This design comes from an exercise in tuning for small area and a short achievable clock period on the open sky130 flow, not from production work.
Only simulation tests tie the RTL to the original design; equivalence was not proved.
Power figures rest on the tool's default switching activity, not on a simulated workload.

## noc_ring_ni
module noc_ring_ni
(
   input  wire        clk,
   input  wire        reset,
   input  wire [1:0]  ctrl_in,
   input  wire [15:0] flit_in,
   input  wire [1:0]  dest_fifo_in,
   output wire        en_pass_req,
   output wire        en_pass_rep,
   output wire        en_local_req,
   output wire        en_local_rep,
   output wire [4:0]  used_slots_pass_rep,
   input  wire [17:0] enq_req_data,
   input  wire [17:0] enq_rep_data,
   input  wire        en_out_req_enq,
   input  wire        en_out_rep_enq,
   output wire        out_req_rdy,
   output wire        out_rep_rdy,
   output wire [17:0] deq_req_data,
   output wire [17:0] deq_rep_data,
   output wire        req_rdy,
   output wire        rep_rdy,
   input  wire        en_in_req_deq,
   input  wire        en_in_rep_deq,
   input  wire        en_local_req_in,
   input  wire        en_local_rep_in,
   input  wire        en_pass_req_in,
   input  wire        en_pass_rep_in,
   input  wire [4:0]  used_slots_pass_rep_in,
   output wire [1:0]  ctrl_out,
   output wire [15:0] flit_out,
   output wire [1:0]  dest_fifo_out
);
   network_interface u_ni
   (
      .clk                    (clk),
      .reset                  (reset),
      .ctrl_in                (ctrl_in),
      .flit_in                (flit_in),
      .dest_fifo_in           (dest_fifo_in),
      .en_pass_req            (en_pass_req),
      .en_pass_rep            (en_pass_rep),
      .en_local_req           (en_local_req),
  ...
Settings: LEC_CHECK=0, CAP_MARGIN=20, CORE_MARGIN=2, CORE_UTILIZATION=75, CTS_CLUSTER_DIAMETER=70, CTS_CLUSTER_SIZE=18, SETUP_SLACK_MARGIN=4.4, SLEW_MARGIN=20; clock period 7.0 ns.
run.sh (not shown) runs the stock make flow with config.mk's settings and CLKGATE_MAP_FILE= SYNTH_SCRIPT=/design/flow/synth_recipe.tcl, a recipe that flattens the netlist after the stock synthesis.
Rerun with:
Settings changed: CTS_CLUSTER_DIAMETER 70 to 80, CTS_CLUSTER_SIZE 18 to 20, SETUP_SLACK_MARGIN 4.4 to 4.3.
Result: Wire length fell by about 1%; power fell by about 1.8%; die area does not change; count of clock-buffer cells in the layout fell by 15; hold slack is better by 0.011 ns; via count fell by about 0.66%; worst setup slack is worse by 0.12 ns.

Starting RTL as in the previous note.
Settings: LEC_CHECK=0, CAP_MARGIN=20, CORE_MARGIN=2, CORE_UTILIZATION=70, CTS_CLUSTER_DIAMETER=80, CTS_CLUSTER_SIZE=20, SETUP_SLACK_MARGIN=4.3, SLEW_MARGIN=20; clock period 7.0 ns.
The first run ran to the end with no violations.
==> next run, changes <==
CORE_UTILIZATION = 75   (was 70)
CTS_CLUSTER_DIAMETER = 70   (was 80)
CTS_CLUSTER_SIZE = 18   (was 20)
SETUP_SLACK_MARGIN = 4.4   (was 4.3)
TNS_END_PERCENT = 20   (was unset)
Outcome:
- cell count came out lower by 0.85%
- setup slack loses 0.085 ns
- worst hold slack got worse by 0.0047 ns
- clock power climbs by 5.4%
- via count went up by 2.4%
- clock skew rises by 0.0054 ns
- routed wire length climbs by 2.3%
==> next run, changes <==
CTS_CLUSTER_DIAMETER = 60   (was 70)
CTS_CLUSTER_SIZE = 16   (was 18)
TNS_END_PERCENT = unset   (was 20)
What happened:
- The changed run ran to the end with no violations
- global-route usage decreases by 0.13 points
- hold slack improves by 0.0039 ns
- setup slack is better by 0.11 ns
- synthesized cell count is unchanged
==> next run, changes <==
CORE_UTILIZATION = 78   (was 75)
CTS_CLUSTER_DIAMETER = 70   (was 60)
CTS_CLUSTER_SIZE = 18   (was 16)
The new run passed the timing, DRC and antenna checks.
Flip-flop and latch count is unchanged.
First-iteration DRC count grows by 9.5%.
Setup slack degrades by 0.0084 ns.
Wire length grows by 2.6%.
Count of clock-buffer cells in the layout grows by 2.

== alpha ==
noc_ring_ni again, from the RTL that the note above started with.
clock: 7.0 ns
lec_check: 0
cap_margin: 20
core_margin: 2
core_utilization: 75
cts_cluster_diameter: 70
cts_cluster_size: 18
gpl_routability_driven: 0
setup_slack_margin: 4.4
slew_margin: 20
What beta does differently from alpha at the input level:
Settings: GPL_ROUTABILITY_DRIVEN: 0 -> unset; CTS_BUF_LIST: unset -> sky130_fd_sc_hd__clkbuf_8 sky130_fd_sc_hd__clkbuf_16.
==> comparison <==
Per the final summary, beta finished and its layout is clean on timing, DRC and antenna.
alpha ended up with ctrl_in[0] as its critical path startpoint; beta ended up with dest_fifo_in[1].
Delta (beta minus alpha): cell area now smaller, number of placed instances, taps included barely changed, final wirelength dropped 4900 um, post-route worst setup slack shows an increase of 0.035 ns, power density over the cells essentially unchanged.
Static leakage (beta over alpha): increase, 0.16 nW
In the metrics for alpha and beta, the one carrying the lower total global-route track usage is beta.

==> static timing again, ports no longer ideal <==
In the flow no input, the clock included, has a driving cell. The finished layouts below were timed again as built, in two steps.
Step 1 sets driving cells, clkbuf_16 on the clock port and buf_2 on the other inputs (assumed; they add their load-dependent delay and slew).
Step 2 also shifts input and output timing later by t, the mid clock arrival at the registers, as if the neighbouring blocks saw the same clock.
Three values: no drivers, after step 1, after step 2; two values: the first two.
run	t (ns)	setup slack, ns	worst register clock-pin slew, ns
the first run of note 1	0.771	4.360 / 4.304 / 3.589	0.09 / 0.09
the second run of note 1	0.754	4.240 / 4.262 / 3.516	0.09 / 0.09
the first run of note 2	0.770	4.295 / 4.259 / 3.519	0.09 / 0.09
the second run of note 2	0.785	4.210 / 4.143 / 3.468	0.09 / 0.09
the third run of note 2	0.819	4.323 / 4.267 / 3.495	0.08 / 0.08
the fourth run of note 2	0.765	4.315 / 4.315 / 3.591	0.09 / 0.09
alpha	0.770	4.330 / 4.290 / 3.553	0.09 / 0.09
beta	0.776	4.365 / 4.298 / 3.628	0.09 / 0.09
After both steps setup and hold are still met in every run listed. For the third run of note 2, which loses most, drivers alone change the setup slack by -0.056 ns; drivers and shift together by -0.828 ns.
